Context: an optimization exercise on an open-source flow, tuned for small area and few clock cycles per item. The choices shown serve that exercise and are no tape-out recipe.
In this exercise RTL edits were held to simulation tests only and were not proved equivalent to the original.

==> flow/design.v, too long to show whole: its modules and the start of the top module <==
// module poly_horner_pipe: 97 lines
// module ph_fa: 4 lines
// module ph_ha: 4 lines
// module ph_xor2: 3 lines
// module ph_xnor2: 3 lines
// module ph_o22ai: 3 lines
// module ph_nand2: 3 lines
// module ph_nor2: 3 lines
// module ph_and2: 3 lines
// module ph_or2: 3 lines
// module ph_inv: 3 lines
// module ph_a21o: 3 lines
// module ph_o21ai: 3 lines
// module ph_o21a: 3 lines
// module ph_mulsat: 1625 lines
// module ph_addsat_n: 236 lines
// module ph_addsat: 238 lines
module poly_horner_pipe #(
  parameter int DATA_W   = 18,
  parameter int FRAC_W   = 12,
  parameter int DEGREE   = 4,
  parameter bit SATURATE = 1'b1,
  parameter logic [DATA_W*(DEGREE+1)-1:0] COEF_INIT =
    {18'h3f4ab, 18'h1ec5, 18'h3df43, 18'h1cc8, 18'h82}
) (
  input  logic                          clk,
  input  logic                          async_n,
  input  logic                          in_valid,
  output logic                          in_ready,
  input  logic [DATA_W-1:0]             x_in,
  input  logic                          coef_we,
  input  logic [$clog2(DEGREE+1)-1:0]   coef_addr,
  input  logic [DATA_W-1:0]             coef_wdata,
  input  logic                          coef_swap,
  output logic                          busy,
  output logic                          out_valid,
  input  logic                          out_ready,
  output logic [DATA_W-1:0]             y_out,
  output logic                          ovf_out
);
  // ...
==> flow/run.sh <==
#!/bin/bash
# synth_recipe.tcl (not shown) runs the flow's synth.tcl, then flattens the netlist and writes it again
# the make line also repeats each setting of config.mk as NAME=value (left out here)
make -C /OpenROAD-flow-scripts/flow DESIGN_CONFIG=/design/flow/config.mk WORK_HOME=/design/flow/orfs CLKGATE_MAP_FILE= SYNTH_SCRIPT=/design/flow/synth_recipe.tcl finish
==> flow/config.mk <==
export PLATFORM = sky130hd
export DESIGN_NAME = poly_horner_pipe
export DESIGN_NICKNAME = poly_horner_pipe
export VERILOG_FILES = /design/flow/design.v
export SDC_FILE = /design/flow/constraint.sdc
export NUM_CORES = 4
export LEC_CHECK = 0
export CAP_MARGIN = 20
export CORE_MARGIN = 2
export CORE_UTILIZATION = 75
export CTS_BUF_LIST = sky130_fd_sc_hd__clkbuf_16
export CTS_CLUSTER_DIAMETER = 80
export CTS_CLUSTER_SIZE = 24
export SLEW_MARGIN = 20
export SYNTH_HIERARCHICAL = 1
export SYNTH_MINIMUM_KEEP_SIZE = 0
==> flow/constraint.sdc <==
create_clock -name core_clock -period 10.0 [get_ports {clk}]
set_input_delay 2.0000 -clock core_clock [delete_from_list [all_inputs] [get_ports {clk}]]
set_output_delay 2.0000 -clock core_clock [all_outputs]
set_load 0.01 [all_outputs]
==> metrics.cfg, run 1 <==
[timing]
fin_setup_tns_ps=0
finalCritPeriodShare_pct=95.7
fmax_ghz=0.105

[cells_and_area]
utilization_pct=80.1
largest_cell_class=multi-input combinational cells
regArea_um2=9050
n_all_buffers=130
final_common_cell=xnor2_1
flops_and_latches=323

[worst_setup_path]
slowest_delay_ps=740
critPathBufInv=2
cp-startpoint=active[36]

[detailed_routing]
dr_wl_met3_mm=12.5
drc=0
wl_per_cell_um=23.6

[yosys]
ys_ff_latch=323
synth_nets=4706
ys_types=41
ys.flop_type=edfxtp_1
synth-simple-area-share_pct=6.97
synth_compound_area_share_pct=17.5
synth_edf_count=202

[die]
die-width_um=239
tap_cells=704

[place]
pre_cts_slack_ps=663

[status]
status=no timing/DRC/antenna violations

[global_route]
met3_usage_pct=8.10

[hold_path]
worstHoldStart=shadow[88]

Testbench counts, summed over its fixed seeds: cycles 16,032, items 16,000.
==> run 2, diff against run 1 <==
--- a/flow/design.v
+++ b/flow/design.v
@@ -125,16 +125,19 @@
   assign y = a | b;
 endmodule
 module ph_inv (input logic a, output logic y);
   assign y = ~a;
 endmodule
 module ph_a21o (input logic a1, a2, b1, output logic y);
   assign y = (a1 & a2) | b1;
 endmodule
+module ph_a21oi (input logic a1, a2, b1, output logic y);
+  assign y = ~((a1 & a2) | b1);
+endmodule
 module ph_o21ai (input logic a1, a2, b1, output logic y);
   assign y = ~((a1 | a2) & b1);
 endmodule
 module ph_o21a (input logic a1, a2, b1, output logic y);
   assign y = (a1 | a2) & b1;
 endmodule
 module ph_mulsat (
   input  logic [17:0] na,
@@ -986,34 +989,29 @@
   logic n842;
   logic n843;
   logic n844;
   logic n845;
   logic n846;
   logic n847;
   logic n848;
   logic n849;
-  logic n850;
   logic n851;
   logic n852;
   logic n853;
   logic n854;
+  logic n855;
   logic n856;
   logic n857;
   logic n858;
   logic n859;
   logic n860;
-  logic n861;
   logic n862;
   logic n863;
   logic n864;
-  logic n865;
-  logic n867;
-  logic n868;
-  logic n869;
   ph_inv u0 (.a(x[0]), .y(n1));
   ph_xor2 u1 (.a(x[1]), .b(x[0]), .y(n2));
   ph_nand2 u2 (.a(n2), .b(n1), .y(n3));
   ph_inv u3 (.a(x[1]), .y(n4));
   ph_nor2 u4 (.a(n1), .b(na[0]), .y(n5));
   ph_xnor2 u5 (.a(n5), .b(n4), .y(n6));
   ph_o22ai u6 (.a1(n1), .a2(na[1]), .b1(n3), .b2(na[0]), .y(n7));
   ph_xnor2 u7 (.a(n7), .b(n4), .y(n8));
@@ -1609,162 +1607,157 @@
   ph_xnor2 u597 (.a(n667), .b(n666), .y(n733));
   ph_nand2 u598 (.a(n669), .b(n668), .y(n734));
   ph_xnor2 u599 (.a(n669), .b(n668), .y(n735));
   ph_nand2 u600 (.a(n386), .b(n384), .y(n736));
   ph_xnor2 u601 (.a(n386), .b(n384), .y(n737));
   ph_o21ai u602 (.a1(n691), .a2(n688), .b1(n690), .y(n738));
   ph_nor2 u603 (.a(n691), .b(n689), .y(n739));
   ph_o21ai u604 (.a1(n687), .a2(n684), .b1(n686), .y(n740));
-  ph_a21o u605 (.a1(n739), .a2(n740), .b1(n738), .y(n741));
+  ph_a21oi u605 (.a1(n739), .a2(n740), .b1(n738), .y(n741));
   ph_nor2 u606 (.a(n687), .b(n685), .y(n742));
-  ph_and2 u607 (.a(n739), .b(n742), .y(n743));
+  ph_nand2 u607 (.a(n739), .b(n742), .y(n743));
   ph_o21ai u608 (.a1(n683), .a2(n680), .b1(n682), .y(n744));
   ph_nor2 u609 (.a(n683), .b(n681), .y(n745));
   ph_o21ai u610 (.a1(n679), .a2(n676), .b1(n678), .y(n746));
-  ph_a21o u611 (.a1(n745), .a2(n746), .b1(n744), .y(n747));
+  ph_a21oi u611 (.a1(n745), .a2(n746), .b1(n744), .y(n747));
   ph_nor2 u612 (.a(n679), .b(n677), .y(n748));
-  ph_and2 u613 (.a(n745), .b(n748), .y(n749));
+  ph_nand2 u613 (.a(n745), .b(n748), .y(n749));
   ph_o21ai u614 (.a1(n675), .a2(n672), .b1(n674), .y(n750));
   ph_nor2 u615 (.a(n675), .b(n673), .y(n751));
   ph_inv u616 (.a(n670), .y(n752));
   ph_and2 u617 (.a(n8), .b(n752), .y(n753));
-  ph_a21o u618 (.a1(n751), .a2(n753), .b1(n750), .y(n754));
-  ph_a21o u619 (.a1(n749), .a2(n754), .b1(n747), .y(n755));
-  ph_a21o u620 (.a1(n743), .a2(n755), .b1(n741), .y(n756));
-  ph_inv u621 (.a(n756), .y(n757));
-  ph_o21ai u622 (.a1(n693), .a2(n757), .b1(n692), .y(n758));
-  ph_o21ai u623 (.a1(n695), .a2(n692), .b1(n694), .y(n759));
-  ph_nor2 u624 (.a(n695), .b(n693), .y(n760));
-  ph_a21o u625 (.a1(n760), .a2(n756), .b1(n759), .y(n761));
-  ph_inv u626 (.a(n761), .y(n762));
+  ph_a21oi u618 (.a1(n751), .a2(n753), .b1(n750), .y(n754));
+  ph_o21ai u619 (.a1(n749), .a2(n754), .b1(n747), .y(n755));
+  ph_inv u620 (.a(n755), .y(n756));
+  ph_o21ai u621 (.a1(n743), .a2(n756), .b1(n741), .y(n757));
+  ph_inv u622 (.a(n757), .y(n758));
+  ph_o21ai u623 (.a1(n693), .a2(n758), .b1(n692), .y(n759));
+  ph_o21ai u624 (.a1(n695), .a2(n692), .b1(n694), .y(n760));
+  ph_nor2 u625 (.a(n695), .b(n693), .y(n761));
+  ph_a21oi u626 (.a1(n761), .a2(n757), .b1(n760), .y(n762));
   ph_o21ai u627 (.a1(n697), .a2(n762), .b1(n696), .y(n763));
   ph_o21ai u628 (.a1(n699), .a2(n696), .b1(n698), .y(n764));
   ph_nor2 u629 (.a(n699), .b(n697), .y(n765));
-  ph_a21o u630 (.a1(n765), .a2(n759), .b1(n764), .y(n766));
-  ph_and2 u631 (.a(n765), .b(n760), .y(n767));
-  ph_a21o u632 (.a1(n767), .a2(n741), .b1(n766), .y(n768));
-  ph_and2 u633 (.a(n767), .b(n743), .y(n769));
-  ph_a21o u634 (.a1(n769), .a2(n755), .b1(n768), .y(n770));
-  ph_inv u635 (.a(n770), .y(n771));
-  ph_o21ai u636 (.a1(n701), .a2(n771), .b1(n700), .y(n772));
-  ph_o21ai u637 (.a1(n703), .a2(n700), .b1(n702), .y(n773));
-  ph_nor2 u638 (.a(n703), .b(n701), .y(n774));
-  ph_a21o u639 (.a1(n774), .a2(n770), .b1(n773), .y(n775));
-  ph_inv u640 (.a(n775), .y(n776));
-  ph_o21ai u641 (.a1(n705), .a2(n776), .b1(n704), .y(n777));
-  ph_o21ai u642 (.a1(n707), .a2(n704), .b1(n706), .y(n778));
-  ph_nor2 u643 (.a(n707), .b(n705), .y(n779));
-  ph_a21o u644 (.a1(n779), .a2(n773), .b1(n778), .y(n780));
-  ph_and2 u645 (.a(n779), .b(n774), .y(n781));
-  ph_a21o u646 (.a1(n781), .a2(n770), .b1(n780), .y(n782));
-  ph_inv u647 (.a(n782), .y(n783));
-  ph_o21ai u648 (.a1(n709), .a2(n783), .b1(n708), .y(n784));
-  ph_o21ai u649 (.a1(n711), .a2(n708), .b1(n710), .y(n785));
-  ph_nor2 u650 (.a(n711), .b(n709), .y(n786));
-  ph_a21o u651 (.a1(n786), .a2(n782), .b1(n785), .y(n787));
-  ph_inv u652 (.a(n787), .y(n788));
-  ph_o21ai u653 (.a1(n713), .a2(n788), .b1(n712), .y(n789));
-  ph_o21ai u654 (.a1(n715), .a2(n712), .b1(n714), .y(n790));
-  ph_nor2 u655 (.a(n715), .b(n713), .y(n791));
-  ph_a21o u656 (.a1(n791), .a2(n785), .b1(n790), .y(n792));
-  ph_and2 u657 (.a(n791), .b(n786), .y(n793));
-  ph_a21o u658 (.a1(n793), .a2(n780), .b1(n792), .y(n794));
-  ph_and2 u659 (.a(n793), .b(n781), .y(n795));
-  ph_a21o u660 (.a1(n795), .a2(n770), .b1(n794), .y(n796));
-  ph_inv u661 (.a(n796), .y(n797));
-  ph_o21ai u662 (.a1(n717), .a2(n797), .b1(n716), .y(n798));
-  ph_o21ai u663 (.a1(n719), .a2(n716), .b1(n718), .y(n799));
-  ph_nor2 u664 (.a(n719), .b(n717), .y(n800));
-  ph_a21o u665 (.a1(n800), .a2(n796), .b1(n799), .y(n801));
-  ph_inv u666 (.a(n801), .y(n802));
-  ph_o21ai u667 (.a1(n721), .a2(n802), .b1(n720), .y(n803));
-  ph_o21ai u668 (.a1(n723), .a2(n720), .b1(n722), .y(n804));
-  ph_nor2 u669 (.a(n723), .b(n721), .y(n805));
-  ph_a21o u670 (.a1(n805), .a2(n799), .b1(n804), .y(n806));
-  ph_and2 u671 (.a(n805), .b(n800), .y(n807));
-  ph_a21o u672 (.a1(n807), .a2(n796), .b1(n806), .y(n808));
-  ph_inv u673 (.a(n808), .y(n809));
-  ph_o21ai u674 (.a1(n725), .a2(n809), .b1(n724), .y(n810));
-  ph_o21ai u675 (.a1(n727), .a2(n724), .b1(n726), .y(n811));
-  ph_nor2 u676 (.a(n727), .b(n725), .y(n812));
-  ph_a21o u677 (.a1(n812), .a2(n808), .b1(n811), .y(n813));
-  ph_inv u678 (.a(n813), .y(n814));
-  ph_o21ai u679 (.a1(n729), .a2(n814), .b1(n728), .y(n815));
-  ph_o21ai u680 (.a1(n731), .a2(n728), .b1(n730), .y(n816));
-  ph_nor2 u681 (.a(n731), .b(n729), .y(n817));
-  ph_a21o u682 (.a1(n817), .a2(n811), .b1(n816), .y(n818));
-  ph_and2 u683 (.a(n817), .b(n812), .y(n819));
-  ph_a21o u684 (.a1(n819), .a2(n806), .b1(n818), .y(n820));
-  ph_and2 u685 (.a(n819), .b(n807), .y(n821));
-  ph_a21o u686 (.a1(n821), .a2(n794), .b1(n820), .y(n822));
-  ph_and2 u687 (.a(n821), .b(n795), .y(n823));
-  ph_a21o u688 (.a1(n823), .a2(n770), .b1(n822), .y(n824));
-  ph_inv u689 (.a(n824), .y(n825));
-  ph_o21ai u690 (.a1(n733), .a2(n825), .b1(n732), .y(n826));
-  ph_o21ai u691 (.a1(n735), .a2(n732), .b1(n734), .y(n827));
-  ph_nor2 u692 (.a(n735), .b(n733), .y(n828));
-  ph_a21o u693 (.a1(n828), .a2(n824), .b1(n827), .y(n829));
-  ph_inv u694 (.a(n829), .y(n830));
-  ph_o21ai u695 (.a1(n737), .a2(n830), .b1(n736), .y(n831));
-  ph_xnor2 u696 (.a(n693), .b(n756), .y(n832));
-  ph_xnor2 u697 (.a(n695), .b(n758), .y(n833));
-  ph_xnor2 u698 (.a(n697), .b(n761), .y(n834));
-  ph_xnor2 u699 (.a(n699), .b(n763), .y(n835));
-  ph_xnor2 u700 (.a(n701), .b(n770), .y(n836));
-  ph_xnor2 u701 (.a(n703), .b(n772), .y(n837));
-  ph_xnor2 u702 (.a(n705), .b(n775), .y(n838));
-  ph_xnor2 u703 (.a(n707), .b(n777), .y(n839));
-  ph_xnor2 u704 (.a(n709), .b(n782), .y(n840));
-  ph_xnor2 u705 (.a(n711), .b(n784), .y(n841));
-  ph_xnor2 u706 (.a(n713), .b(n787), .y(n842));
-  ph_xnor2 u707 (.a(n715), .b(n789), .y(n843));
-  ph_xnor2 u708 (.a(n717), .b(n796), .y(n844));
-  ph_xnor2 u709 (.a(n719), .b(n798), .y(n845));
-  ph_xnor2 u710 (.a(n721), .b(n801), .y(n846));
-  ph_xnor2 u711 (.a(n723), .b(n803), .y(n847));
-  ph_xnor2 u712 (.a(n725), .b(n808), .y(n848));
-  ph_xnor2 u713 (.a(n727), .b(n810), .y(n849));
-  ph_xnor2 u714 (.a(n729), .b(n813), .y(n850));
-  ph_xnor2 u715 (.a(n731), .b(n815), .y(n851));
-  ph_xnor2 u716 (.a(n733), .b(n824), .y(n852));
-  ph_xnor2 u717 (.a(n735), .b(n826), .y(n853));
-  ph_xnor2 u718 (.a(n737), .b(n829), .y(n854));
-  ph_inv u719 (.a(n831), .y(p[17]));
-  ph_xor2 u720 (.a(n849), .b(n850), .y(n856));
-  ph_xor2 u721 (.a(n850), .b(n851), .y(n857));
-  ph_xor2 u722 (.a(n851), .b(n852), .y(n858));
-  ph_xor2 u723 (.a(n852), .b(n853), .y(n859));
-  ph_xor2 u724 (.a(n853), .b(n854), .y(n860));
-  ph_xor2 u725 (.a(n854), .b(p[17]), .y(n861));
-  ph_or2 u726 (.a(n856), .b(n857), .y(n862));
-  ph_or2 u727 (.a(n858), .b(n859), .y(n863));
-  ph_or2 u728 (.a(n860), .b(n861), .y(n864));
-  ph_or2 u729 (.a(n862), .b(n863), .y(n865));
-  ph_or2 u730 (.a(n865), .b(n864), .y(po));
-  ph_inv u731 (.a(p[17]), .y(n867));
-  ph_and2 u732 (.a(po), .b(n867), .y(n868));
-  ph_nand2 u733 (.a(po), .b(p[17]), .y(n869));
-  ph_o21a u734 (.a1(n832), .a2(n868), .b1(n869), .y(p[0]));
-  ph_o21a u735 (.a1(n833), .a2(n868), .b1(n869), .y(p[1]));
-  ph_o21a u736 (.a1(n834), .a2(n868), .b1(n869), .y(p[2]));
-  ph_o21a u737 (.a1(n835), .a2(n868), .b1(n869), .y(p[3]));
-  ph_o21a u738 (.a1(n836), .a2(n868), .b1(n869), .y(p[4]));
-  ph_o21a u739 (.a1(n837), .a2(n868), .b1(n869), .y(p[5]));
-  ph_o21a u740 (.a1(n838), .a2(n868), .b1(n869), .y(p[6]));
-  ph_o21a u741 (.a1(n839), .a2(n868), .b1(n869), .y(p[7]));
-  ph_o21a u742 (.a1(n840), .a2(n868), .b1(n869), .y(p[8]));
-  ph_o21a u743 (.a1(n841), .a2(n868), .b1(n869), .y(p[9]));
-  ph_o21a u744 (.a1(n842), .a2(n868), .b1(n869), .y(p[10]));
-  ph_o21a u745 (.a1(n843), .a2(n868), .b1(n869), .y(p[11]));
-  ph_o21a u746 (.a1(n844), .a2(n868), .b1(n869), .y(p[12]));
-  ph_o21a u747 (.a1(n845), .a2(n868), .b1(n869), .y(p[13]));
-  ph_o21a u748 (.a1(n846), .a2(n868), .b1(n869), .y(p[14]));
-  ph_o21a u749 (.a1(n847), .a2(n868), .b1(n869), .y(p[15]));
-  ph_o21a u750 (.a1(n848), .a2(n868), .b1(n869), .y(p[16]));
+  ph_a21oi u630 (.a1(n765), .a2(n760), .b1(n764), .y(n766));
+  ph_nand2 u631 (.a(n765), .b(n761), .y(n767));
+  ph_o21ai u632 (.a1(n767), .a2(n741), .b1(n766), .y(n768));
+  ph_nor2 u633 (.a(n767), .b(n743), .y(n769));
+  ph_a21oi u634 (.a1(n769), .a2(n755), .b1(n768), .y(n770));
+  ph_o21ai u635 (.a1(n701), .a2(n770), .b1(n700), .y(n771));
+  ph_o21ai u636 (.a1(n703), .a2(n700), .b1(n702), .y(n772));
+  ph_nor2 u637 (.a(n703), .b(n701), .y(n773));
+  ph_inv u638 (.a(n770), .y(n774));
+  ph_a21oi u639 (.a1(n773), .a2(n774), .b1(n772), .y(n775));
+  ph_o21ai u640 (.a1(n705), .a2(n775), .b1(n704), .y(n776));
+  ph_o21ai u641 (.a1(n707), .a2(n704), .b1(n706), .y(n777));
+  ph_nor2 u642 (.a(n707), .b(n705), .y(n778));
+  ph_a21oi u643 (.a1(n778), .a2(n772), .b1(n777), .y(n779));
+  ph_nand2 u644 (.a(n778), .b(n773), .y(n780));
+  ph_o21ai u645 (.a1(n780), .a2(n770), .b1(n779), .y(n781));
+  ph_inv u646 (.a(n781), .y(n782));
+  ph_o21ai u647 (.a1(n709), .a2(n782), .b1(n708), .y(n783));
+  ph_o21ai u648 (.a1(n711), .a2(n708), .b1(n710), .y(n784));
+  ph_nor2 u649 (.a(n711), .b(n709), .y(n785));
+  ph_a21oi u650 (.a1(n785), .a2(n781), .b1(n784), .y(n786));
+  ph_o21ai u651 (.a1(n713), .a2(n786), .b1(n712), .y(n787));
+  ph_o21ai u652 (.a1(n715), .a2(n712), .b1(n714), .y(n788));
+  ph_nor2 u653 (.a(n715), .b(n713), .y(n789));
+  ph_a21oi u654 (.a1(n789), .a2(n784), .b1(n788), .y(n790));
+  ph_nand2 u655 (.a(n789), .b(n785), .y(n791));
+  ph_o21ai u656 (.a1(n791), .a2(n779), .b1(n790), .y(n792));
+  ph_nor2 u657 (.a(n791), .b(n780), .y(n793));
+  ph_a21oi u658 (.a1(n793), .a2(n774), .b1(n792), .y(n794));
+  ph_o21ai u659 (.a1(n717), .a2(n794), .b1(n716), .y(n795));
+  ph_o21ai u660 (.a1(n719), .a2(n716), .b1(n718), .y(n796));
+  ph_nor2 u661 (.a(n719), .b(n717), .y(n797));
+  ph_inv u662 (.a(n794), .y(n798));
+  ph_a21oi u663 (.a1(n797), .a2(n798), .b1(n796), .y(n799));
+  ph_o21ai u664 (.a1(n721), .a2(n799), .b1(n720), .y(n800));
+  ph_o21ai u665 (.a1(n723), .a2(n720), .b1(n722), .y(n801));
+  ph_nor2 u666 (.a(n723), .b(n721), .y(n802));
+  ph_a21oi u667 (.a1(n802), .a2(n796), .b1(n801), .y(n803));
+  ph_nand2 u668 (.a(n802), .b(n797), .y(n804));
+  ph_o21ai u669 (.a1(n804), .a2(n794), .b1(n803), .y(n805));
+  ph_inv u670 (.a(n805), .y(n806));
+  ph_o21ai u671 (.a1(n725), .a2(n806), .b1(n724), .y(n807));
+  ph_o21ai u672 (.a1(n727), .a2(n724), .b1(n726), .y(n808));
+  ph_nor2 u673 (.a(n727), .b(n725), .y(n809));
+  ph_a21oi u674 (.a1(n809), .a2(n805), .b1(n808), .y(n810));
+  ph_o21ai u675 (.a1(n729), .a2(n810), .b1(n728), .y(n811));
+  ph_o21ai u676 (.a1(n731), .a2(n728), .b1(n730), .y(n812));
+  ph_nor2 u677 (.a(n731), .b(n729), .y(n813));
+  ph_a21oi u678 (.a1(n813), .a2(n808), .b1(n812), .y(n814));
+  ph_nand2 u679 (.a(n813), .b(n809), .y(n815));
+  ph_o21ai u680 (.a1(n815), .a2(n803), .b1(n814), .y(n816));
+  ph_nor2 u681 (.a(n815), .b(n804), .y(n817));
+  ph_a21oi u682 (.a1(n817), .a2(n792), .b1(n816), .y(n818));
+  ph_nand2 u683 (.a(n817), .b(n793), .y(n819));
+  ph_o21ai u684 (.a1(n819), .a2(n770), .b1(n818), .y(n820));
+  ph_inv u685 (.a(n820), .y(n821));
+  ph_o21ai u686 (.a1(n733), .a2(n821), .b1(n732), .y(n822));
+  ph_o21ai u687 (.a1(n735), .a2(n732), .b1(n734), .y(n823));
+  ph_nor2 u688 (.a(n735), .b(n733), .y(n824));
+  ph_a21oi u689 (.a1(n824), .a2(n820), .b1(n823), .y(n825));
+  ph_o21ai u690 (.a1(n737), .a2(n825), .b1(n736), .y(n826));
+  ph_xnor2 u691 (.a(n693), .b(n757), .y(n827));
+  ph_xnor2 u692 (.a(n695), .b(n759), .y(n828));
+  ph_xor2 u693 (.a(n697), .b(n762), .y(n829));
+  ph_xnor2 u694 (.a(n699), .b(n763), .y(n830));
+  ph_xor2 u695 (.a(n701), .b(n770), .y(n831));
+  ph_xnor2 u696 (.a(n703), .b(n771), .y(n832));
+  ph_xor2 u697 (.a(n705), .b(n775), .y(n833));
+  ph_xnor2 u698 (.a(n707), .b(n776), .y(n834));
+  ph_xnor2 u699 (.a(n709), .b(n781), .y(n835));
+  ph_xnor2 u700 (.a(n711), .b(n783), .y(n836));
+  ph_xor2 u701 (.a(n713), .b(n786), .y(n837));
+  ph_xnor2 u702 (.a(n715), .b(n787), .y(n838));
+  ph_xor2 u703 (.a(n717), .b(n794), .y(n839));
+  ph_xnor2 u704 (.a(n719), .b(n795), .y(n840));
+  ph_xor2 u705 (.a(n721), .b(n799), .y(n841));
+  ph_xnor2 u706 (.a(n723), .b(n800), .y(n842));
+  ph_xnor2 u707 (.a(n725), .b(n805), .y(n843));
+  ph_xnor2 u708 (.a(n727), .b(n807), .y(n844));
+  ph_xor2 u709 (.a(n729), .b(n810), .y(n845));
+  ph_xnor2 u710 (.a(n731), .b(n811), .y(n846));
+  ph_xnor2 u711 (.a(n733), .b(n820), .y(n847));
+  ph_xnor2 u712 (.a(n735), .b(n822), .y(n848));
+  ph_xor2 u713 (.a(n737), .b(n825), .y(n849));
+  ph_inv u714 (.a(n826), .y(p[17]));
+  ph_xor2 u715 (.a(n844), .b(n845), .y(n851));
+  ph_xor2 u716 (.a(n845), .b(n846), .y(n852));
+  ph_xor2 u717 (.a(n846), .b(n847), .y(n853));
+  ph_xor2 u718 (.a(n847), .b(n848), .y(n854));
+  ph_xor2 u719 (.a(n848), .b(n849), .y(n855));
+  ph_xor2 u720 (.a(n849), .b(p[17]), .y(n856));
+  ph_or2 u721 (.a(n851), .b(n852), .y(n857));
+  ph_or2 u722 (.a(n853), .b(n854), .y(n858));
+  ph_or2 u723 (.a(n855), .b(n856), .y(n859));
+  ph_or2 u724 (.a(n857), .b(n858), .y(n860));
+  ph_or2 u725 (.a(n860), .b(n859), .y(po));
+  ph_inv u726 (.a(p[17]), .y(n862));
+  ph_and2 u727 (.a(po), .b(n862), .y(n863));
+  ph_nand2 u728 (.a(po), .b(p[17]), .y(n864));
+  ph_o21a u729 (.a1(n827), .a2(n863), .b1(n864), .y(p[0]));
+  ph_o21a u730 (.a1(n828), .a2(n863), .b1(n864), .y(p[1]));
+  ph_o21a u731 (.a1(n829), .a2(n863), .b1(n864), .y(p[2]));
+  ph_o21a u732 (.a1(n830), .a2(n863), .b1(n864), .y(p[3]));
+  ph_o21a u733 (.a1(n831), .a2(n863), .b1(n864), .y(p[4]));
+  ph_o21a u734 (.a1(n832), .a2(n863), .b1(n864), .y(p[5]));
+  ph_o21a u735 (.a1(n833), .a2(n863), .b1(n864), .y(p[6]));
+  ph_o21a u736 (.a1(n834), .a2(n863), .b1(n864), .y(p[7]));
+  ph_o21a u737 (.a1(n835), .a2(n863), .b1(n864), .y(p[8]));
+  ph_o21a u738 (.a1(n836), .a2(n863), .b1(n864), .y(p[9]));
+  ph_o21a u739 (.a1(n837), .a2(n863), .b1(n864), .y(p[10]));
+  ph_o21a u740 (.a1(n838), .a2(n863), .b1(n864), .y(p[11]));
+  ph_o21a u741 (.a1(n839), .a2(n863), .b1(n864), .y(p[12]));
+  ph_o21a u742 (.a1(n840), .a2(n863), .b1(n864), .y(p[13]));
+  ph_o21a u743 (.a1(n841), .a2(n863), .b1(n864), .y(p[14]));
+  ph_o21a u744 (.a1(n842), .a2(n863), .b1(n864), .y(p[15]));
+  ph_o21a u745 (.a1(n843), .a2(n863), .b1(n864), .y(p[16]));
 endmodule
 module ph_addsat_n (
   input  logic [17:0] p,
   input  logic [17:0] c,
   output logic [17:0] na,
   output logic so
 );
   logic n1;
@@ -1861,22 +1854,19 @@
   logic n92;
   logic n93;
   logic n94;
   logic n95;
   logic n96;
   logic n97;
   logic n98;
   logic n99;
-  logic n100;
   logic n101;
-  logic n102;
+  logic n103;
   logic n104;
-  logic n106;
-  logic n107;
   ph_nand2 u0 (.a(p[0]), .b(c[0]), .y(n1));
   ph_xnor2 u1 (.a(p[0]), .b(c[0]), .y(n2));
   ph_nand2 u2 (.a(p[1]), .b(c[1]), .y(n3));
   ph_xnor2 u3 (.a(p[1]), .b(c[1]), .y(n4));
   ph_nand2 u4 (.a(p[2]), .b(c[2]), .y(n5));
   ph_xnor2 u5 (.a(p[2]), .b(c[2]), .y(n6));
   ph_nand2 u6 (.a(p[3]), .b(c[3]), .y(n7));
   ph_xnor2 u7 (.a(p[3]), .b(c[3]), .y(n8));
@@ -1908,99 +1898,96 @@
   ph_xnor2 u33 (.a(p[16]), .b(c[16]), .y(n34));
   ph_nand2 u34 (.a(p[17]), .b(c[17]), .y(n35));
   ph_xnor2 u35 (.a(p[17]), .b(c[17]), .y(n36));
   ph_o21ai u36 (.a1(n4), .a2(n1), .b1(n3), .y(n37));
   ph_inv u37 (.a(n37), .y(n38));
   ph_o21ai u38 (.a1(n6), .a2(n38), .b1(n5), .y(n39));
   ph_o21ai u39 (.a1(n8), .a2(n5), .b1(n7), .y(n40));
   ph_nor2 u40 (.a(n8), .b(n6), .y(n41));
-  ph_a21o u41 (.a1(n41), .a2(n37), .b1(n40), .y(n42));
-  ph_inv u42 (.a(n42), .y(n43));
-  ph_o21ai u43 (.a1(n10), .a2(n43), .b1(n9), .y(n44));
-  ph_o21ai u44 (.a1(n12), .a2(n9), .b1(n11), .y(n45));
-  ph_nor2 u45 (.a(n12), .b(n10), .y(n46));
-  ph_a21o u46 (.a1(n46), .a2(n42), .b1(n45), .y(n47));
-  ph_inv u47 (.a(n47), .y(n48));
-  ph_o21ai u48 (.a1(n14), .a2(n48), .b1(n13), .y(n49));
-  ph_o21ai u49 (.a1(n16), .a2(n13), .b1(n15), .y(n50));
-  ph_nor2 u50 (.a(n16), .b(n14), .y(n51));
-  ph_a21o u51 (.a1(n51), .a2(n45), .b1(n50), .y(n52));
-  ph_and2 u52 (.a(n51), .b(n46), .y(n53));
-  ph_a21o u53 (.a1(n53), .a2(n42), .b1(n52), .y(n54));
-  ph_inv u54 (.a(n54), .y(n55));
-  ph_o21ai u55 (.a1(n18), .a2(n55), .b1(n17), .y(n56));
-  ph_o21ai u56 (.a1(n20), .a2(n17), .b1(n19), .y(n57));
-  ph_nor2 u57 (.a(n20), .b(n18), .y(n58));
-  ph_a21o u58 (.a1(n58), .a2(n54), .b1(n57), .y(n59));
-  ph_inv u59 (.a(n59), .y(n60));
-  ph_o21ai u60 (.a1(n22), .a2(n60), .b1(n21), .y(n61));
-  ph_o21ai u61 (.a1(n24), .a2(n21), .b1(n23), .y(n62));
-  ph_nor2 u62 (.a(n24), .b(n22), .y(n63));
-  ph_a21o u63 (.a1(n63), .a2(n57), .b1(n62), .y(n64));
-  ph_and2 u64 (.a(n63), .b(n58), .y(n65));
-  ph_a21o u65 (.a1(n65), .a2(n54), .b1(n64), .y(n66));
-  ph_inv u66 (.a(n66), .y(n67));
-  ph_o21ai u67 (.a1(n26), .a2(n67), .b1(n25), .y(n68));
-  ph_o21ai u68 (.a1(n28), .a2(n25), .b1(n27), .y(n69));
-  ph_nor2 u69 (.a(n28), .b(n26), .y(n70));
-  ph_a21o u70 (.a1(n70), .a2(n66), .b1(n69), .y(n71));
-  ph_inv u71 (.a(n71), .y(n72));
-  ph_o21ai u72 (.a1(n30), .a2(n72), .b1(n29), .y(n73));
-  ph_o21ai u73 (.a1(n32), .a2(n29), .b1(n31), .y(n74));
-  ph_nor2 u74 (.a(n32), .b(n30), .y(n75));
-  ph_a21o u75 (.a1(n75), .a2(n69), .b1(n74), .y(n76));
-  ph_and2 u76 (.a(n75), .b(n70), .y(n77));
-  ph_a21o u77 (.a1(n77), .a2(n64), .b1(n76), .y(n78));
-  ph_and2 u78 (.a(n77), .b(n65), .y(n79));
-  ph_a21o u79 (.a1(n79), .a2(n54), .b1(n78), .y(n80));
-  ph_inv u80 (.a(n80), .y(n81));
-  ph_o21ai u81 (.a1(n34), .a2(n81), .b1(n33), .y(n82));
-  ph_o21ai u82 (.a1(n36), .a2(n33), .b1(n35), .y(n83));
-  ph_nor2 u83 (.a(n36), .b(n34), .y(n84));
-  ph_a21o u84 (.a1(n84), .a2(n80), .b1(n83), .y(n85));
-  ph_xnor2 u85 (.a(n4), .b(n1), .y(n86));
-  ph_xor2 u86 (.a(n6), .b(n37), .y(n87));
-  ph_xor2 u87 (.a(n8), .b(n39), .y(n88));
-  ph_xor2 u88 (.a(n10), .b(n42), .y(n89));
-  ph_xor2 u89 (.a(n12), .b(n44), .y(n90));
-  ph_xor2 u90 (.a(n14), .b(n47), .y(n91));
-  ph_xor2 u91 (.a(n16), .b(n49), .y(n92));
-  ph_xor2 u92 (.a(n18), .b(n54), .y(n93));
-  ph_xor2 u93 (.a(n20), .b(n56), .y(n94));
-  ph_xor2 u94 (.a(n22), .b(n59), .y(n95));
-  ph_xor2 u95 (.a(n24), .b(n61), .y(n96));
-  ph_xor2 u96 (.a(n26), .b(n66), .y(n97));
-  ph_xor2 u97 (.a(n28), .b(n68), .y(n98));
-  ph_xor2 u98 (.a(n30), .b(n71), .y(n99));
-  ph_xor2 u99 (.a(n32), .b(n73), .y(n100));
-  ph_xor2 u100 (.a(n34), .b(n80), .y(n101));
-  ph_xor2 u101 (.a(n36), .b(n82), .y(n102));
-  ph_xor2 u102 (.a(n85), .b(n82), .y(so));
-  ph_xnor2 u103 (.a(n36), .b(n85), .y(n104));
-  ph_inv u104 (.a(n104), .y(na[17]));
-  ph_and2 u105 (.a(so), .b(n104), .y(n106));
-  ph_nand2 u106 (.a(so), .b(na[17]), .y(n107));
-  ph_a21o u107 (.a1(n2), .a2(n107), .b1(n106), .y(na[0]));
-  ph_a21o u108 (.a1(n86), .a2(n107), .b1(n106), .y(na[1]));
-  ph_a21o u109 (.a1(n87), .a2(n107), .b1(n106), .y(na[2]));
-  ph_a21o u110 (.a1(n88), .a2(n107), .b1(n106), .y(na[3]));
-  ph_a21o u111 (.a1(n89), .a2(n107), .b1(n106), .y(na[4]));
-  ph_a21o u112 (.a1(n90), .a2(n107), .b1(n106), .y(na[5]));
-  ph_a21o u113 (.a1(n91), .a2(n107), .b1(n106), .y(na[6]));
-  ph_a21o u114 (.a1(n92), .a2(n107), .b1(n106), .y(na[7]));
-  ph_a21o u115 (.a1(n93), .a2(n107), .b1(n106), .y(na[8]));
-  ph_a21o u116 (.a1(n94), .a2(n107), .b1(n106), .y(na[9]));
-  ph_a21o u117 (.a1(n95), .a2(n107), .b1(n106), .y(na[10]));
-  ph_a21o u118 (.a1(n96), .a2(n107), .b1(n106), .y(na[11]));
-  ph_a21o u119 (.a1(n97), .a2(n107), .b1(n106), .y(na[12]));
-  ph_a21o u120 (.a1(n98), .a2(n107), .b1(n106), .y(na[13]));
-  ph_a21o u121 (.a1(n99), .a2(n107), .b1(n106), .y(na[14]));
-  ph_a21o u122 (.a1(n100), .a2(n107), .b1(n106), .y(na[15]));
-  ph_a21o u123 (.a1(n101), .a2(n107), .b1(n106), .y(na[16]));
+  ph_a21oi u41 (.a1(n41), .a2(n37), .b1(n40), .y(n42));
+  ph_o21ai u42 (.a1(n10), .a2(n42), .b1(n9), .y(n43));
+  ph_o21ai u43 (.a1(n12), .a2(n9), .b1(n11), .y(n44));
+  ph_nor2 u44 (.a(n12), .b(n10), .y(n45));
+  ph_inv u45 (.a(n42), .y(n46));
+  ph_a21oi u46 (.a1(n45), .a2(n46), .b1(n44), .y(n47));
+  ph_o21ai u47 (.a1(n14), .a2(n47), .b1(n13), .y(n48));
+  ph_o21ai u48 (.a1(n16), .a2(n13), .b1(n15), .y(n49));
+  ph_nor2 u49 (.a(n16), .b(n14), .y(n50));
+  ph_a21oi u50 (.a1(n50), .a2(n44), .b1(n49), .y(n51));
+  ph_nand2 u51 (.a(n50), .b(n45), .y(n52));
+  ph_o21ai u52 (.a1(n52), .a2(n42), .b1(n51), .y(n53));
+  ph_inv u53 (.a(n53), .y(n54));
+  ph_o21ai u54 (.a1(n18), .a2(n54), .b1(n17), .y(n55));
+  ph_o21ai u55 (.a1(n20), .a2(n17), .b1(n19), .y(n56));
+  ph_nor2 u56 (.a(n20), .b(n18), .y(n57));
+  ph_a21oi u57 (.a1(n57), .a2(n53), .b1(n56), .y(n58));
+  ph_o21ai u58 (.a1(n22), .a2(n58), .b1(n21), .y(n59));
+  ph_o21ai u59 (.a1(n24), .a2(n21), .b1(n23), .y(n60));
+  ph_nor2 u60 (.a(n24), .b(n22), .y(n61));
+  ph_a21oi u61 (.a1(n61), .a2(n56), .b1(n60), .y(n62));
+  ph_nand2 u62 (.a(n61), .b(n57), .y(n63));
+  ph_o21ai u63 (.a1(n63), .a2(n54), .b1(n62), .y(n64));
+  ph_inv u64 (.a(n64), .y(n65));
+  ph_o21ai u65 (.a1(n26), .a2(n65), .b1(n25), .y(n66));
+  ph_o21ai u66 (.a1(n28), .a2(n25), .b1(n27), .y(n67));
+  ph_nor2 u67 (.a(n28), .b(n26), .y(n68));
+  ph_a21oi u68 (.a1(n68), .a2(n64), .b1(n67), .y(n69));
+  ph_o21ai u69 (.a1(n30), .a2(n69), .b1(n29), .y(n70));
+  ph_o21ai u70 (.a1(n32), .a2(n29), .b1(n31), .y(n71));
+  ph_nor2 u71 (.a(n32), .b(n30), .y(n72));
+  ph_a21oi u72 (.a1(n72), .a2(n67), .b1(n71), .y(n73));
+  ph_nand2 u73 (.a(n72), .b(n68), .y(n74));
+  ph_o21ai u74 (.a1(n74), .a2(n62), .b1(n73), .y(n75));
+  ph_nor2 u75 (.a(n74), .b(n63), .y(n76));
+  ph_a21oi u76 (.a1(n76), .a2(n53), .b1(n75), .y(n77));
+  ph_o21ai u77 (.a1(n34), .a2(n77), .b1(n33), .y(n78));
+  ph_o21ai u78 (.a1(n36), .a2(n33), .b1(n35), .y(n79));
+  ph_nor2 u79 (.a(n36), .b(n34), .y(n80));
+  ph_inv u80 (.a(n77), .y(n81));
+  ph_a21oi u81 (.a1(n80), .a2(n81), .b1(n79), .y(n82));
+  ph_xnor2 u82 (.a(n4), .b(n1), .y(n83));
+  ph_xor2 u83 (.a(n6), .b(n37), .y(n84));
+  ph_xor2 u84 (.a(n8), .b(n39), .y(n85));
+  ph_xnor2 u85 (.a(n10), .b(n42), .y(n86));
+  ph_xor2 u86 (.a(n12), .b(n43), .y(n87));
+  ph_xnor2 u87 (.a(n14), .b(n47), .y(n88));
+  ph_xor2 u88 (.a(n16), .b(n48), .y(n89));
+  ph_xor2 u89 (.a(n18), .b(n53), .y(n90));
+  ph_xor2 u90 (.a(n20), .b(n55), .y(n91));
+  ph_xnor2 u91 (.a(n22), .b(n58), .y(n92));
+  ph_xor2 u92 (.a(n24), .b(n59), .y(n93));
+  ph_xor2 u93 (.a(n26), .b(n64), .y(n94));
+  ph_xor2 u94 (.a(n28), .b(n66), .y(n95));
+  ph_xnor2 u95 (.a(n30), .b(n69), .y(n96));
+  ph_xor2 u96 (.a(n32), .b(n70), .y(n97));
+  ph_xnor2 u97 (.a(n34), .b(n77), .y(n98));
+  ph_xor2 u98 (.a(n36), .b(n78), .y(n99));
+  ph_xnor2 u99 (.a(n82), .b(n78), .y(so));
+  ph_xor2 u100 (.a(n36), .b(n82), .y(n101));
+  ph_inv u101 (.a(n101), .y(na[17]));
+  ph_and2 u102 (.a(so), .b(n101), .y(n103));
+  ph_nand2 u103 (.a(so), .b(na[17]), .y(n104));
+  ph_a21o u104 (.a1(n2), .a2(n104), .b1(n103), .y(na[0]));
+  ph_a21o u105 (.a1(n83), .a2(n104), .b1(n103), .y(na[1]));
+  ph_a21o u106 (.a1(n84), .a2(n104), .b1(n103), .y(na[2]));
+  ph_a21o u107 (.a1(n85), .a2(n104), .b1(n103), .y(na[3]));
+  ph_a21o u108 (.a1(n86), .a2(n104), .b1(n103), .y(na[4]));
+  ph_a21o u109 (.a1(n87), .a2(n104), .b1(n103), .y(na[5]));
+  ph_a21o u110 (.a1(n88), .a2(n104), .b1(n103), .y(na[6]));
+  ph_a21o u111 (.a1(n89), .a2(n104), .b1(n103), .y(na[7]));
+  ph_a21o u112 (.a1(n90), .a2(n104), .b1(n103), .y(na[8]));
+  ph_a21o u113 (.a1(n91), .a2(n104), .b1(n103), .y(na[9]));
+  ph_a21o u114 (.a1(n92), .a2(n104), .b1(n103), .y(na[10]));
+  ph_a21o u115 (.a1(n93), .a2(n104), .b1(n103), .y(na[11]));
+  ph_a21o u116 (.a1(n94), .a2(n104), .b1(n103), .y(na[12]));
+  ph_a21o u117 (.a1(n95), .a2(n104), .b1(n103), .y(na[13]));
+  ph_a21o u118 (.a1(n96), .a2(n104), .b1(n103), .y(na[14]));
+  ph_a21o u119 (.a1(n97), .a2(n104), .b1(n103), .y(na[15]));
+  ph_a21o u120 (.a1(n98), .a2(n104), .b1(n103), .y(na[16]));
 endmodule
 module ph_addsat (
   input  logic [17:0] p,
   input  logic [17:0] c,
   output logic [17:0] a,
   output logic so
 );
   logic n1;
@@ -2098,22 +2085,19 @@
   logic n93;
   logic n94;
   logic n95;
   logic n96;
   logic n97;
   logic n98;
   logic n99;
   logic n100;
-  logic n101;
-  logic n102;
   logic n103;
-  logic n106;
-  logic n107;
-  logic n108;
+  logic n104;
+  logic n105;
   ph_nand2 u0 (.a(p[0]), .b(c[0]), .y(n1));
   ph_xnor2 u1 (.a(p[0]), .b(c[0]), .y(n2));
   ph_nand2 u2 (.a(p[1]), .b(c[1]), .y(n3));
   ph_xnor2 u3 (.a(p[1]), .b(c[1]), .y(n4));
   ph_nand2 u4 (.a(p[2]), .b(c[2]), .y(n5));
   ph_xnor2 u5 (.a(p[2]), .b(c[2]), .y(n6));
   ph_nand2 u6 (.a(p[3]), .b(c[3]), .y(n7));
   ph_xnor2 u7 (.a(p[3]), .b(c[3]), .y(n8));
@@ -2145,93 +2129,90 @@
   ph_xnor2 u33 (.a(p[16]), .b(c[16]), .y(n34));
   ph_nand2 u34 (.a(p[17]), .b(c[17]), .y(n35));
   ph_xnor2 u35 (.a(p[17]), .b(c[17]), .y(n36));
   ph_o21ai u36 (.a1(n4), .a2(n1), .b1(n3), .y(n37));
   ph_inv u37 (.a(n37), .y(n38));
   ph_o21ai u38 (.a1(n6), .a2(n38), .b1(n5), .y(n39));
   ph_o21ai u39 (.a1(n8), .a2(n5), .b1(n7), .y(n40));
   ph_nor2 u40 (.a(n8), .b(n6), .y(n41));
-  ph_a21o u41 (.a1(n41), .a2(n37), .b1(n40), .y(n42));
-  ph_inv u42 (.a(n42), .y(n43));
-  ph_o21ai u43 (.a1(n10), .a2(n43), .b1(n9), .y(n44));
-  ph_o21ai u44 (.a1(n12), .a2(n9), .b1(n11), .y(n45));
-  ph_nor2 u45 (.a(n12), .b(n10), .y(n46));
-  ph_a21o u46 (.a1(n46), .a2(n42), .b1(n45), .y(n47));
-  ph_inv u47 (.a(n47), .y(n48));
-  ph_o21ai u48 (.a1(n14), .a2(n48), .b1(n13), .y(n49));
-  ph_o21ai u49 (.a1(n16), .a2(n13), .b1(n15), .y(n50));
-  ph_nor2 u50 (.a(n16), .b(n14), .y(n51));
-  ph_a21o u51 (.a1(n51), .a2(n45), .b1(n50), .y(n52));
-  ph_and2 u52 (.a(n51), .b(n46), .y(n53));
-  ph_a21o u53 (.a1(n53), .a2(n42), .b1(n52), .y(n54));
-  ph_inv u54 (.a(n54), .y(n55));
-  ph_o21ai u55 (.a1(n18), .a2(n55), .b1(n17), .y(n56));
-  ph_o21ai u56 (.a1(n20), .a2(n17), .b1(n19), .y(n57));
-  ph_nor2 u57 (.a(n20), .b(n18), .y(n58));
-  ph_a21o u58 (.a1(n58), .a2(n54), .b1(n57), .y(n59));
-  ph_inv u59 (.a(n59), .y(n60));
-  ph_o21ai u60 (.a1(n22), .a2(n60), .b1(n21), .y(n61));
-  ph_o21ai u61 (.a1(n24), .a2(n21), .b1(n23), .y(n62));
-  ph_nor2 u62 (.a(n24), .b(n22), .y(n63));
-  ph_a21o u63 (.a1(n63), .a2(n57), .b1(n62), .y(n64));
-  ph_and2 u64 (.a(n63), .b(n58), .y(n65));
-  ph_a21o u65 (.a1(n65), .a2(n54), .b1(n64), .y(n66));
-  ph_inv u66 (.a(n66), .y(n67));
-  ph_o21ai u67 (.a1(n26), .a2(n67), .b1(n25), .y(n68));
-  ph_o21ai u68 (.a1(n28), .a2(n25), .b1(n27), .y(n69));
-  ph_nor2 u69 (.a(n28), .b(n26), .y(n70));
-  ph_a21o u70 (.a1(n70), .a2(n66), .b1(n69), .y(n71));
-  ph_inv u71 (.a(n71), .y(n72));
-  ph_o21ai u72 (.a1(n30), .a2(n72), .b1(n29), .y(n73));
-  ph_o21ai u73 (.a1(n32), .a2(n29), .b1(n31), .y(n74));
-  ph_nor2 u74 (.a(n32), .b(n30), .y(n75));
-  ph_a21o u75 (.a1(n75), .a2(n69), .b1(n74), .y(n76));
-  ph_and2 u76 (.a(n75), .b(n70), .y(n77));
-  ph_a21o u77 (.a1(n77), .a2(n64), .b1(n76), .y(n78));
-  ph_and2 u78 (.a(n77), .b(n65), .y(n79));
-  ph_a21o u79 (.a1(n79), .a2(n54), .b1(n78), .y(n80));
-  ph_inv u80 (.a(n80), .y(n81));
-  ph_o21ai u81 (.a1(n34), .a2(n81), .b1(n33), .y(n82));
-  ph_o21ai u82 (.a1(n36), .a2(n33), .b1(n35), .y(n83));
-  ph_nor2 u83 (.a(n36), .b(n34), .y(n84));
-  ph_a21o u84 (.a1(n84), .a2(n80), .b1(n83), .y(n85));
-  ph_inv u85 (.a(n2), .y(n86));
-  ph_xor2 u86 (.a(n4), .b(n1), .y(n87));
-  ph_xnor2 u87 (.a(n6), .b(n37), .y(n88));
-  ph_xnor2 u88 (.a(n8), .b(n39), .y(n89));
-  ph_xnor2 u89 (.a(n10), .b(n42), .y(n90));
-  ph_xnor2 u90 (.a(n12), .b(n44), .y(n91));
-  ph_xnor2 u91 (.a(n14), .b(n47), .y(n92));
-  ph_xnor2 u92 (.a(n16), .b(n49), .y(n93));
-  ph_xnor2 u93 (.a(n18), .b(n54), .y(n94));
-  ph_xnor2 u94 (.a(n20), .b(n56), .y(n95));
-  ph_xnor2 u95 (.a(n22), .b(n59), .y(n96));
-  ph_xnor2 u96 (.a(n24), .b(n61), .y(n97));
-  ph_xnor2 u97 (.a(n26), .b(n66), .y(n98));
-  ph_xnor2 u98 (.a(n28), .b(n68), .y(n99));
-  ph_xnor2 u99 (.a(n30), .b(n71), .y(n100));
-  ph_xnor2 u100 (.a(n32), .b(n73), .y(n101));
-  ph_xnor2 u101 (.a(n34), .b(n80), .y(n102));
-  ph_xnor2 u102 (.a(n36), .b(n82), .y(n103));
-  ph_xor2 u103 (.a(n85), .b(n82), .y(so));
-  ph_xnor2 u104 (.a(n36), .b(n85), .y(a[17]));
-  ph_inv u105 (.a(a[17]), .y(n106));
-  ph_and2 u106 (.a(so), .b(n106), .y(n107));
-  ph_nand2 u107 (.a(so), .b(a[17]), .y(n108));
-  ph_o21a u108 (.a1(n86), .a2(n107), .b1(n108), .y(a[0]));
-  ph_o21a u109 (.a1(n87), .a2(n107), .b1(n108), .y(a[1]));
-  ph_o21a u110 (.a1(n88), .a2(n107), .b1(n108), .y(a[2]));
-  ph_o21a u111 (.a1(n89), .a2(n107), .b1(n108), .y(a[3]));
-  ph_o21a u112 (.a1(n90), .a2(n107), .b1(n108), .y(a[4]));
-  ph_o21a u113 (.a1(n91), .a2(n107), .b1(n108), .y(a[5]));
-  ph_o21a u114 (.a1(n92), .a2(n107), .b1(n108), .y(a[6]));
-  ph_o21a u115 (.a1(n93), .a2(n107), .b1(n108), .y(a[7]));
-  ph_o21a u116 (.a1(n94), .a2(n107), .b1(n108), .y(a[8]));
-  ph_o21a u117 (.a1(n95), .a2(n107), .b1(n108), .y(a[9]));
-  ph_o21a u118 (.a1(n96), .a2(n107), .b1(n108), .y(a[10]));
-  ph_o21a u119 (.a1(n97), .a2(n107), .b1(n108), .y(a[11]));
-  ph_o21a u120 (.a1(n98), .a2(n107), .b1(n108), .y(a[12]));
-  ph_o21a u121 (.a1(n99), .a2(n107), .b1(n108), .y(a[13]));
-  ph_o21a u122 (.a1(n100), .a2(n107), .b1(n108), .y(a[14]));
-  ph_o21a u123 (.a1(n101), .a2(n107), .b1(n108), .y(a[15]));
-  ph_o21a u124 (.a1(n102), .a2(n107), .b1(n108), .y(a[16]));
+  ph_a21oi u41 (.a1(n41), .a2(n37), .b1(n40), .y(n42));
+  ph_o21ai u42 (.a1(n10), .a2(n42), .b1(n9), .y(n43));
+  ph_o21ai u43 (.a1(n12), .a2(n9), .b1(n11), .y(n44));
+  ph_nor2 u44 (.a(n12), .b(n10), .y(n45));
+  ph_inv u45 (.a(n42), .y(n46));
+  ph_a21oi u46 (.a1(n45), .a2(n46), .b1(n44), .y(n47));
+  ph_o21ai u47 (.a1(n14), .a2(n47), .b1(n13), .y(n48));
+  ph_o21ai u48 (.a1(n16), .a2(n13), .b1(n15), .y(n49));
+  ph_nor2 u49 (.a(n16), .b(n14), .y(n50));
+  ph_a21oi u50 (.a1(n50), .a2(n44), .b1(n49), .y(n51));
+  ph_nand2 u51 (.a(n50), .b(n45), .y(n52));
+  ph_o21ai u52 (.a1(n52), .a2(n42), .b1(n51), .y(n53));
+  ph_inv u53 (.a(n53), .y(n54));
+  ph_o21ai u54 (.a1(n18), .a2(n54), .b1(n17), .y(n55));
+  ph_o21ai u55 (.a1(n20), .a2(n17), .b1(n19), .y(n56));
+  ph_nor2 u56 (.a(n20), .b(n18), .y(n57));
+  ph_a21oi u57 (.a1(n57), .a2(n53), .b1(n56), .y(n58));
+  ph_o21ai u58 (.a1(n22), .a2(n58), .b1(n21), .y(n59));
+  ph_o21ai u59 (.a1(n24), .a2(n21), .b1(n23), .y(n60));
+  ph_nor2 u60 (.a(n24), .b(n22), .y(n61));
+  ph_a21oi u61 (.a1(n61), .a2(n56), .b1(n60), .y(n62));
+  ph_nand2 u62 (.a(n61), .b(n57), .y(n63));
+  ph_o21ai u63 (.a1(n63), .a2(n54), .b1(n62), .y(n64));
+  ph_inv u64 (.a(n64), .y(n65));
+  ph_o21ai u65 (.a1(n26), .a2(n65), .b1(n25), .y(n66));
+  ph_o21ai u66 (.a1(n28), .a2(n25), .b1(n27), .y(n67));
+  ph_nor2 u67 (.a(n28), .b(n26), .y(n68));
+  ph_a21oi u68 (.a1(n68), .a2(n64), .b1(n67), .y(n69));
+  ph_o21ai u69 (.a1(n30), .a2(n69), .b1(n29), .y(n70));
+  ph_o21ai u70 (.a1(n32), .a2(n29), .b1(n31), .y(n71));
+  ph_nor2 u71 (.a(n32), .b(n30), .y(n72));
+  ph_a21oi u72 (.a1(n72), .a2(n67), .b1(n71), .y(n73));
+  ph_nand2 u73 (.a(n72), .b(n68), .y(n74));
+  ph_o21ai u74 (.a1(n74), .a2(n62), .b1(n73), .y(n75));
+  ph_nor2 u75 (.a(n74), .b(n63), .y(n76));
+  ph_a21oi u76 (.a1(n76), .a2(n53), .b1(n75), .y(n77));
+  ph_o21ai u77 (.a1(n34), .a2(n77), .b1(n33), .y(n78));
+  ph_o21ai u78 (.a1(n36), .a2(n33), .b1(n35), .y(n79));
+  ph_nor2 u79 (.a(n36), .b(n34), .y(n80));
+  ph_inv u80 (.a(n77), .y(n81));
+  ph_a21oi u81 (.a1(n80), .a2(n81), .b1(n79), .y(n82));
+  ph_inv u82 (.a(n2), .y(n83));
+  ph_xor2 u83 (.a(n4), .b(n1), .y(n84));
+  ph_xnor2 u84 (.a(n6), .b(n37), .y(n85));
+  ph_xnor2 u85 (.a(n8), .b(n39), .y(n86));
+  ph_xor2 u86 (.a(n10), .b(n42), .y(n87));
+  ph_xnor2 u87 (.a(n12), .b(n43), .y(n88));
+  ph_xor2 u88 (.a(n14), .b(n47), .y(n89));
+  ph_xnor2 u89 (.a(n16), .b(n48), .y(n90));
+  ph_xnor2 u90 (.a(n18), .b(n53), .y(n91));
+  ph_xnor2 u91 (.a(n20), .b(n55), .y(n92));
+  ph_xor2 u92 (.a(n22), .b(n58), .y(n93));
+  ph_xnor2 u93 (.a(n24), .b(n59), .y(n94));
+  ph_xnor2 u94 (.a(n26), .b(n64), .y(n95));
+  ph_xnor2 u95 (.a(n28), .b(n66), .y(n96));
+  ph_xor2 u96 (.a(n30), .b(n69), .y(n97));
+  ph_xnor2 u97 (.a(n32), .b(n70), .y(n98));
+  ph_xor2 u98 (.a(n34), .b(n77), .y(n99));
+  ph_xnor2 u99 (.a(n36), .b(n78), .y(n100));
+  ph_xnor2 u100 (.a(n82), .b(n78), .y(so));
+  ph_xor2 u101 (.a(n36), .b(n82), .y(a[17]));
+  ph_inv u102 (.a(a[17]), .y(n103));
+  ph_and2 u103 (.a(so), .b(n103), .y(n104));
+  ph_nand2 u104 (.a(so), .b(a[17]), .y(n105));
+  ph_o21a u105 (.a1(n83), .a2(n104), .b1(n105), .y(a[0]));
+  ph_o21a u106 (.a1(n84), .a2(n104), .b1(n105), .y(a[1]));
+  ph_o21a u107 (.a1(n85), .a2(n104), .b1(n105), .y(a[2]));
+  ph_o21a u108 (.a1(n86), .a2(n104), .b1(n105), .y(a[3]));
+  ph_o21a u109 (.a1(n87), .a2(n104), .b1(n105), .y(a[4]));
+  ph_o21a u110 (.a1(n88), .a2(n104), .b1(n105), .y(a[5]));
+  ph_o21a u111 (.a1(n89), .a2(n104), .b1(n105), .y(a[6]));
+  ph_o21a u112 (.a1(n90), .a2(n104), .b1(n105), .y(a[7]));
+  ph_o21a u113 (.a1(n91), .a2(n104), .b1(n105), .y(a[8]));
+  ph_o21a u114 (.a1(n92), .a2(n104), .b1(n105), .y(a[9]));
+  ph_o21a u115 (.a1(n93), .a2(n104), .b1(n105), .y(a[10]));
+  ph_o21a u116 (.a1(n94), .a2(n104), .b1(n105), .y(a[11]));
+  ph_o21a u117 (.a1(n95), .a2(n104), .b1(n105), .y(a[12]));
+  ph_o21a u118 (.a1(n96), .a2(n104), .b1(n105), .y(a[13]));
+  ph_o21a u119 (.a1(n97), .a2(n104), .b1(n105), .y(a[14]));
+  ph_o21a u120 (.a1(n98), .a2(n104), .b1(n105), .y(a[15]));
+  ph_o21a u121 (.a1(n99), .a2(n104), .b1(n105), .y(a[16]));
 endmodule
==> run 2 against run 1 <==
Fmax up 2.0%. Flip-flop and latch count unchanged. Critical endpoint is now pr3[1]. Register-to-register slack better by 180 ps. Core utilization grew 0.44 points. Die area down 0.59%. Clock skew increased by 13 ps. First-iteration DRC count is 4.2% lower. Wire length shrank 1.1%. Critical path depth increased by 1.
==> metrics.cfg, run 2 <==
[global_route]
grt_pass1_vias=33400
antenna_found_initial=0
grt-ovfl-total=0
grt_pass1_wl_mm=183
grt_max_degree=75
grt_usage_pct=41.0

[detailed_routing]
firstDrtPassIters=8
wl_per_cell_um=23.6  ; about the same
drt-total-wl_mm=116
vias=33800
drc=0  ; unchanged
drt-initial-drc-count=4000
vias_per_cell=6.88
ant_nets=0

[place]
dp.cells=4874
place_area_um2=43000
hpwl_mm=83.6
io_buffers=66
gp_congestion=1.00

[timing]
worst_slew_pin_slew_ps=1160
fin_setup_tns_ps=0  ; unchanged
period_needed_ps=9380
max_slew_margin_pct=22.7
rsz0062_at_grt=no
finalHoldViolations=0
fmax_ghz=0.107  ; +2.0%
slew_viol_final=0
clock_skew_ps=29.3
whs_ps=449
finalSetupViolations=0
finalCritPeriodShare_pct=93.8  ; -1.8 points

[worst_setup_path]
critPathBufInv=3  ; +1
worstPathRequired_ps=10310
cp_common_cell=a21oi_2
slowest_delay_ps=680  ; -60 ps
path_class=flip-flop to flip-flop
cp_top_family=compound AO/OA/AOI/OAI gates
critPathSlowestCell=a21o_1
critPathCaptureType=flip-flop
cp-start-kind=flip-flop
arrival_ps=9700
crit_fanout=18

[clocking]
ctsResizeCount=0
root_buffer=clkbuf_16
clk_latency_ps=560
cts_setup_buffers=0
clk_pin_slew_ps=90
clock-sinks=323
ctsHoldBuffers=0
cts_buffers=19
max-clock-path-buffers=3
cts_tree=done
cts.htree.levels=1

[cells_and_area]
final_common_cell=xnor2_1
design_area_um2=43600
largestRegisters=active x90, shadow x90
fillers=3633
area_growth_pct=5.74
final_cell_mix=960 x xnor2_1, 648 x o22ai_1, 464 x fa_1, 368 x nand2_1, 224 x o21ai_1
n_antenna_cell=0
drive_above_1_share_pct=7.24
utilization_pct=80.6  ; +0.44 points
nets=4785
fin_cells=4909

[die]
die_area_um2=56900
die-width_um=239  ; -0.30%
start_util_pct=76.2
io_pins=67
die_h_um=239
rows=85
coreArea_um2=54100

[yosys]
synth_nets=4674  ; -0.68%
syn_area_um2=41300
synth_area_leaders=fa_1 23%, xnor2_1 20%, edfxtp_1 15%, o22ai_1 9.8%, xor2_1 4.2%
synth-seq-area-share_pct=21.9
async_reset_ff_share_pct=31.9
yosysTopAreaCellShare_pct=22.5
ys_warn_count=7
synth_edf_count=202  ; unchanged
synth_common_cells=960 x xnor2_1, 648 x o22ai_1, 464 x fa_1
synthCells=4089
synth_top_cell_by_area=fa_1
synth_most_common_cell=xnor2_1
ys.flop_type=edfxtp_1
ys_ff_latch=323  ; unchanged
synth.avg_cell_area_um2=10.1
ys_types=42  ; +2.4%

[hold_path]
hold_path_class=flip-flop to flip-flop

[flow_run]
maxCapViolations=0

[status]
status=no timing/DRC/antenna violations

## run 2: logic make-up (layout without fill, tap and decap cells)
group	Yosys count	in the layout	synth area share, %
xor+xnor	1160	1160	24.6
compound gates	1135	1135	17.7
simple gates	641	641	6.65
fa+ha+maj	540	540	24.8
flops	323	323	21.9
buf+inv	218	342	2.20
mux	72	72	2.06
## run 2: routing by layer
| metal | global-route usage, % | wire [µm] | vias up |
|---|---|---|---|
| met5 | 0 | 0 | - |
| met4 | 21.0 | 7190 | 0 |
| met3 | 8.16 | 12400 | 518 |
| met2 | 64.2 | 52600 | 2221 |
| met1 | 54.9 | 43500 | 16300 |
| li1 | - | - | 14700 |
## run 2: cell type report
class                   instances  area (µm²)  area share, %
repair buffers                114        1030           2.35
well taps                     696         871           2.00
clock buffers                  19         475           1.09
multi-input cells            3548       31300           71.9
clock inverters                15         118          0.270
inverters                     194         733           1.68
flip-flops and latches        323        9050           20.8
## run 2: Yosys stat by module (local to each module, per instance), excerpt
| module | copies in the design | cells | flops+latches | cell area, µm² |
|---|---|---|---|---|
| ph_xor2 | 200 | 1 | 0 | 8.76 |
| ph_fa | 464 | 1 | 0 | 20.0 |
| ph_nor2 | 148 | 1 | 0 | 3.75 |
| poly_horner_pipe | 1 | 628 | 323 | 11200 |
| ph_ha | 76 | 1 | 0 | 12.5 |
| ph_a21o | 51 | 1 | 0 | 7.51 |
| ph_a21oi | 104 | 1 | 0 | 8.76 |
| ph_o21a | 85 | 1 | 0 | 7.51 |
## run 2: tightest hold or removal path, delay by kind of cell (launching register included)
family	cells	cell delay (ps)
simple gates	2	90
flops	1	320
## run 2: metrics by stage
step | setup slack (ps)
2_1_floorplan | 1670
3_3_place_gp | 1060
3_5_place_dp | 823
4_1_cts | 766
5_1_grt | 82.8
6_report | 616
## run 2: final timing paths
check	start	slack [ps]	cells after the start	end
worst max-delay path	active[37]	620	34	pr3[1]
min in group asynchronous	async_n	1390	1	active[76]
worst max register to register	active[37]	620	34	pr3[1]
max in group asynchronous	async_n	7290	2	active[38]
worst min register to register	shadow[80]	450	2	shadow[80]
worst min-delay path	shadow[80]	450	2	shadow[80]
Testbench counts of run 2, summed over its fixed seeds: cycles 16,032, items 16,000.

## static timing again, ports no longer ideal
The results above use ideal ports. As a check the final layouts listed here were re-extracted and re-timed, cells and wires unchanged. Step 1 (the two cells are an assumption about what drives the block):
set clk [get_ports {clk}]
set_driving_cell -lib_cell sky130_fd_sc_hd__clkbuf_16 $clk
set_driving_cell -lib_cell sky130_fd_sc_hd__buf_2 [delete_from_list [all_inputs] $clk]
Step 2 also shifts input and output timing later by t, the mid clock arrival at the registers, as if the neighbouring blocks saw the same clock. Slacks: no drivers / after step 1 / after step 2; pairs: no drivers / after step 1.
| run | t (ns) | setup slack, ns | cell pins on the clock port's net |
|---|---|---|---|
| run 1 | 0.575 | 0.432 / 0.432 / 0.432 | 1 |
| run 2 | 0.597 | 0.616 / 0.616 / 0.616 | 1 |
After both steps setup and hold are still met in every run listed.
